Context: an optimization exercise on an open-source flow, tuned for small area, a short achievable clock period and few clock cycles per item. The choices shown serve that exercise and are no tape-out recipe.
Only simulation tests tie the RTL to the original design; equivalence was not proved.
Power is estimated from default activity; no workload was simulated.

## flow/run.sh

```bash
#!/bin/bash
# synth_recipe.tcl (not shown) runs the flow's synth.tcl, then flattens the netlist and writes it again
# the make line also repeats each setting of config.mk as NAME=value (left out here)
make -C /OpenROAD-flow-scripts/flow DESIGN_CONFIG=/design/flow/config.mk WORK_HOME=/design/flow/orfs CLKGATE_MAP_FILE= SYNTH_SCRIPT=/design/flow/synth_recipe.tcl finish
```

## flow/config.mk

```make
export PLATFORM = sky130hd
export DESIGN_NAME = scheduler_sorted_n
export DESIGN_NICKNAME = scheduler_sorted_n
export VERILOG_FILES = /design/flow/design.v
export SDC_FILE = /design/flow/constraint.sdc
export NUM_CORES = 4
export LEC_CHECK = 0
export CAP_MARGIN = 20
export CORE_MARGIN = 2
export CORE_UTILIZATION = 40
export SLEW_MARGIN = 20
```

## flow/constraint.sdc

```tcl
create_clock -name core_clock -period 5.0 [get_ports {clk}]
set_input_delay 1.0000 -clock core_clock [delete_from_list [all_inputs] [get_ports {clk}]]
set_output_delay 1.0000 -clock core_clock [all_outputs]
set_load 0.01 [all_outputs]
```

## flow/design.v

```verilog
module scheduler_sorted_n #(
  parameter int W     = 59,
  parameter int NSLOT = 16,
  parameter int PW    = 8,
  parameter int TW    = 16,
  localparam int IDW  = W - 1 - PW - TW,
  localparam int OW   = $clog2(NSLOT + 1),
  localparam int IW   = $clog2(NSLOT)
) (
  input  logic                 clk,
  input  logic                 rst,
  input  logic                 wr,
  input  logic                 action,
  input  logic                 subtract_en,
  input  logic [W-2:0]         task_in,
  output logic                 busy_ready,
  output logic                 v_exch,
  output logic                 v_active,
  output logic [W-2:0]         task_exch,
  output logic                 v_done,
  output logic [IDW-1:0]       done_id,
  output logic [OW-1:0]        occupancy,
  output logic [NSLOT*W-1:0]   running_tasks_out
);
  typedef enum logic [1:0] {S_IDLE = 2'd0, S_SCAN = 2'd1, S_COMMIT = 2'd2} state_t;
  state_t         state_q, state_d;
  logic [IW-1:0]  idx_q, idx_d;
  logic           hit_q, hit_d, act_q, act_d;
  logic [W-2:0]   pend_q, pend_d, exch_q, exch_d;
  logic [NSLOT-1:0][W-1:0] slot_q;
  logic [NSLOT-1:0][W-1:0] slot_d;
  logic [OW-1:0]  occ_q, occ_d;
  logic [IDW-1:0] done_id_q, done_id_d;
  logic           v_exch_q, v_exch_d, v_active_q, v_active_d, v_done_q, v_done_d;
  logic [W-1:0]   cur;
  logic           scan_hit;
  always_comb begin
    cur = slot_q[idx_q];
    if (act_q) scan_hit = !cur[W-1] || (pend_q[W-2 -: PW] > cur[W-2 -: PW]);
    else       scan_hit = cur[W-1] && (cur[IDW-1:0] == pend_q[IDW-1:0]);
  end
  always_comb begin
    state_d    = state_q;
    idx_d      = idx_q;
    hit_d      = hit_q;
    act_d      = act_q;
    pend_d     = pend_q;
    slot_d     = slot_q;
    occ_d      = occ_q;
    exch_d     = exch_q;
    done_id_d  = done_id_q;
    v_exch_d   = 1'b0;
    v_active_d = 1'b0;
    v_done_d   = 1'b0;
    case (state_q)
      S_IDLE: begin
        if (wr) begin
          act_d   = action;
          pend_d  = task_in;
          idx_d   = '0;
          hit_d   = 1'b0;
          state_d = S_SCAN;
        end else if (subtract_en && slot_q[0][W-1]) begin
          if (slot_q[0][IDW +: TW] >= TW'(2)) begin
            slot_d[0][IDW +: TW] = slot_q[0][IDW +: TW] - TW'(1);
          end else begin
            for (int i = 0; i < NSLOT - 1; i++) slot_d[i] = slot_q[i+1];
            slot_d[NSLOT-1] = '0;
            v_done_d  = 1'b1;
            done_id_d = slot_q[0][IDW-1:0];
            occ_d     = occ_q - OW'(1);
          end
        end
      end
      S_SCAN: begin
        if (scan_hit) begin
          hit_d   = 1'b1;
          state_d = S_COMMIT;
        end else if (idx_q == IW'(NSLOT - 1)) begin
          state_d = S_COMMIT;
        end else begin
          idx_d = idx_q + IW'(1);
        end
      end
      S_COMMIT: begin
        state_d = S_IDLE;
        if (act_q) begin
          if (hit_q) begin
            for (int i = 1; i < NSLOT; i++)
              if (i > int'(idx_q)) slot_d[i] = slot_q[i-1];
            slot_d[idx_q] = {1'b1, pend_q};
            v_active_d = 1'b1;
            if (slot_q[NSLOT-1][W-1]) begin
              v_exch_d = 1'b1;
              exch_d   = slot_q[NSLOT-1][W-2:0];
            end else begin
              occ_d = occ_q + OW'(1);
            end
          end else begin
            v_exch_d = 1'b1;
            exch_d   = pend_q;
          end
        end else if (hit_q) begin
          for (int i = 0; i < NSLOT - 1; i++)
            if (i >= int'(idx_q)) slot_d[i] = slot_q[i+1];
          slot_d[NSLOT-1] = '0;
          v_active_d = 1'b1;
          occ_d      = occ_q - OW'(1);
        end
      end
      default: state_d = S_IDLE;
    endcase
  end
  always_ff @(posedge clk) begin
    if (rst) begin
      state_q    <= S_IDLE;
      idx_q      <= '0;
      hit_q      <= 1'b0;
      act_q      <= 1'b0;
      pend_q     <= '0;
      occ_q      <= '0;
      exch_q     <= '0;
      done_id_q  <= '0;
      v_exch_q   <= 1'b0;
      v_active_q <= 1'b0;
      v_done_q   <= 1'b0;
      for (int i = 0; i < NSLOT; i++) slot_q[i] <= '0;
    end else begin
      state_q    <= state_d;
      idx_q      <= idx_d;
      hit_q      <= hit_d;
      act_q      <= act_d;
      pend_q     <= pend_d;
      occ_q      <= occ_d;
      exch_q     <= exch_d;
      done_id_q  <= done_id_d;
      v_exch_q   <= v_exch_d;
      v_active_q <= v_active_d;
      v_done_q   <= v_done_d;
      for (int i = 0; i < NSLOT; i++) slot_q[i] <= slot_d[i];
    end
  end
  for (genvar g = 0; g < NSLOT; g++) begin : g_flat
    assign running_tasks_out[g*W +: W] = slot_q[g];
  end
  assign busy_ready = (state_q != S_IDLE);
  assign v_exch     = v_exch_q;
  assign v_active   = v_active_q;
  assign v_done     = v_done_q;
  assign task_exch  = exch_q;
  assign done_id    = done_id_q;
  assign occupancy  = occ_q;
endmodule
```

==> impl_metrics.json <==
{
  "outcome": "no timing/DRC/antenna violations",
  "seqPwrFrac_pct": 42.6,
  "post_cts_resized": 0,
  "hold_path.startpoint": "done_id_q[12]",
  "dr.first_iter.drc_count": 14120,
  "worstHoldPathCells": 2,
  "worstMarginPinSlew_ns": 1.266,
  "yosys.area.top_type": "dfxtp_1",
  "holdBufCountCts": 0,
  "cts.sinks": 1110,
  "die_x_um": 421.7,
  "cts_tree": "built",
  "hpwl_um": 289600,
  "drive_gt1_share_pct": 7.623,
  "timing.rr.start": "idx_q[1]",
  "track_usage_pct": 47.66,
  "antenna_found_initial": 19,
  "min_to": "done_id_q[12]",
  "synthArstFlopShare_pct": 0,
  "max_slew_margin_pct": 15.62,
  "hold_viol": 0,
  "clkLatencyLatePin_ns": 0.85,
  "synth_flop_cell": "dfxtp_1",
  "cp.arrival_ns": 5.36,
  "grt_pass1_vias": 75420,
  "start_kind": "flip-flop",
  "clockBufferDepth": 3,
  "max_freq_ghz": 0.2152,
  "core_area_um2": 173600,
  "initial_core_util_pct": 40.19,
  "layout_min_cycle_time_ns": 4.646,
  "post_cts_buffers": 0,
  "ff2ff_setup_slack_ns": 0.35,
  "switching_share_pct": 27.84,
  "power_frac_clock_pct": 49.4,
  "yosysMostFrequentCell": "nor2_1",
  "required_ns": 5.72,
  "synth_area_leaders": "dfxtp_1 32%, mux2i_1 13%, o221ai_1 9.0%",
  "critPathSlowestCell": "dfxtp_4",
  "via_count": 84580,
  "slowest_delay_ns": 0.82,
  "port_buffers": 1107,
  "power_density_nw_per_um2": 241.5,
  "route.detailed.drc": 0,
  "syn_to_final_growth_pct": 25.44,
  "synth-seq-cells": 1110,
  "ys_warn_count": 1,
  "synthDistinctLibCells": 74,
  "viasPerCell": 7.109,
  "clock_skew_ns": 0.03544,
  "rsz0062_at_grt": "no",
  "p_leak_uw": 0.02953,
  "dieArea_um2": 177800,
  "hp-class": "flip-flop to flip-flop",
  "grt_overflow_total": 0,
  "report.final.slew_viol_count": 0,
  "worst_setup_path_end_kind": "flip-flop",
  "crit_type": "flip-flop to flip-flop",
  "yosysSeqAreaShare_pct": 31.85,
  "max-vdd-ir-drop_v": 0.0003806,
  "netlist_area_um2": 69770,
  "rr_worst_depth": 11,
  "cpLargestDelayFamily": "simple AND/OR/NAND/NOR gates",
  "grt_pass1_wl_um": 612700,
  "hold_slack_ns": 0.4522,
  "path_cells": "buf_4, mux4_2, mux4_2, xor2_1, nor4_2, nand4_1, nor4_2, nand4_2, nand3_2, nor3_2, mux2_4",
  "timing.critical_path.buf_inv": 1,
  "pwr-share-comb_pct": 8.0,
  "nets": 9534,
  "ios": 1108,
  "drtPass1Iterations": 11,
  "power.internal_uw": 15250,
  "synth-edff-count": 0,
  "clkTransAtPathRegs_ns": 0.06,
  "yosysTopAreaCellShare_pct": 31.85,
  "syn_inst": 8987,
  "n_fill_cell": 16680,
  "root_buffer": "clkbuf_16",
  "cap_violations": 0,
  "gp_congestion": 0.9883,
  "critPathMaxFanout": 28,
  "wl_um": 447800,
  "drtAntennaViolNets": 0,
  "switching_power_uw": 5886,
  "setup_tns_ns": 0,
  "die_y_um": 421.7,
  "cts_buffers": 138,
  "reg2reg_to": "idx_q[3]",
  "grt_max_degree": 186,
  "cts_htree_levels": 4,
  "synth_common_cells": "1425 x nor2_1, 1171 x a21oi_1, 1110 x dfxtp_1",
  "syn_area_per_cell_um2": 7.764,
  "rows": 153,
  "period_share_pct": 92.92,
  "setup_viol": 0,
  "syn_nets": 9067,
  "wl_per_cell_um": 37.64
}
==> worst min-delay path, delay by kind of cell, from the launching register on <==
family / cells / cell delay, ns
AOI/OAI and AO/OA: 1 / 0.05
and+or+nand+nor: 1 / 0.05
DFF: 1 / 0.31
==> layout make-up <==
cell class | instances | area, µm² | area share (%)
Multi-Input combinational cell | 6809 | 43910 | 50.16
Antenna cell | 9 | 22.52 | 0.02573
Clock buffer | 220 | 4313 | 4.928
Inverter | 22 | 85.08 | 0.09721
Clock inverter | 29 | 237.7 | 0.2716
Sequential cell | 1110 | 22240 | 25.41
Tap cell | 2325 | 2909 | 3.324
Timing Repair Buffer | 1373 | 13810 | 15.78
==> per-layer routing <==
layer | global-route usage (%) | share of wire (%) | vias to the layer above
met4 | 40.65 | 10 | 18
met2 | 69.24 | 41 | 7221
li1 | - | - | 34440
met3 | 15.82 | 13 | 2071
met5 | 0.02688 | 0.027 | -
met1 | 56.46 | 35 | 40830
==> power by group through the flow <==
stage | clock [µW] | sequential [µW] | combinational, µW
after CTS | 10400 | 9000 | 1600
after floorplan | 0 | 9090 | 916
after detailed placement | 0 | 9190 | 1600
after global routing | 10800 | 9000 | 1670
after global placement | 0 | 9190 | 1590
final | 10400 | 9010 | 1690
==> worst max-delay path by stage <==
| stage | from | slack (ns) | depth (start not counted) | end |
|---|---|---|---|---|
| 2_1_floorplan | idx_q[1] | 0.03 | 20 | idx_q[3] |
| 3_3_place_gp | idx_q[1] | 0.51 | 11 | idx_q[3] |
| 3_5_place_dp | idx_q[1] | 0.49 | 11 | idx_q[3] |
| 4_1_cts | idx_q[1] | 0.48 | 11 | idx_q[3] |
| 5_1_grt | idx_q[1] | 0.29 | 11 | idx_q[3] |
| 6_report | idx_q[1] | 0.35 | 11 | idx_q[3] |
==> state kept, by name (all words and copies together), names as in the netlist <==
signal	flops
act_q	1
pend_q	58
v_active_q	1
state_q	2
done_id_q	34
v_exch_q	1
hit_q	1
exch_q	58
v_done_q	1
slot_q	944
idx_q	4
occ_q	5
==> cell usage in the layout (no fill, tap or decap), types with 186 or more instances in the layout <==
| master | netlist | routed |
|---|---|---|
| nor2_1 | 1425 | 1413 |
| a21oi_1 | 1171 | 1169 |
| clkdlybuf4s50_1 | 0 | 1106 |
| dfxtp_1 | 1110 | 1105 |
| mux2i_1 | 912 | 912 |
| nand2_1 | 804 | 784 |
| o221ai_1 | 715 | 715 |
| o21ai_0 | 551 | 549 |
| buf_4 | 9 | 207 |
| nand3_1 | 187 | 186 |
==> per-stage QoR <==
stage	instances	setup slack [ns]	cell area (µm²)	utilization, %	total power [µW]
floorplan	8987	0.02989	69770	-	10000
global placement	11640	0.5098	82940	47.77	10780
global route	11890	0.2930	87510	50.40	21420
detailed placement	11640	0.4901	82940	47.77	10790
CTS	11890	0.4829	87490	50.39	21030
finish	11900	0.3539	87530	50.41	21140
==> cell families after synthesis <==
family / synth area share [%]
buf+inv: 6.004
fa+ha+maj: 0.3048
xor+xnor: 0.3389
simple gates: 14.46
flops: 31.85
compound gates: 29.33
mux: 17.72
Testbench counts, summed over its fixed seeds: cycles 187,776, items 24,000.

-- re-timing with driven ports --
Ports are ideal in the flow. The routed layout listed here was re-timed in OpenROAD.
Step 1: set_driving_cell puts a clkbuf_16 on clk and a buf_2 on each other input, an assumption about the parent block.
Step 2 also shifts input and output timing later by t, the mid clock arrival at the registers, as if the neighbouring blocks saw the same clock.
Slacks: ideal / step 1 / step 2; pairs: ideal / step 1.
t (ns): 0.928
setup slack, ns: 0.354 / 0.354 / 0.354
worst slew at a driven data input, ns: 0.19
After both steps this run still meets setup and hold. The setup slack of this run moves by 0.000 ns with the drivers and by 0.000 ns with both steps.
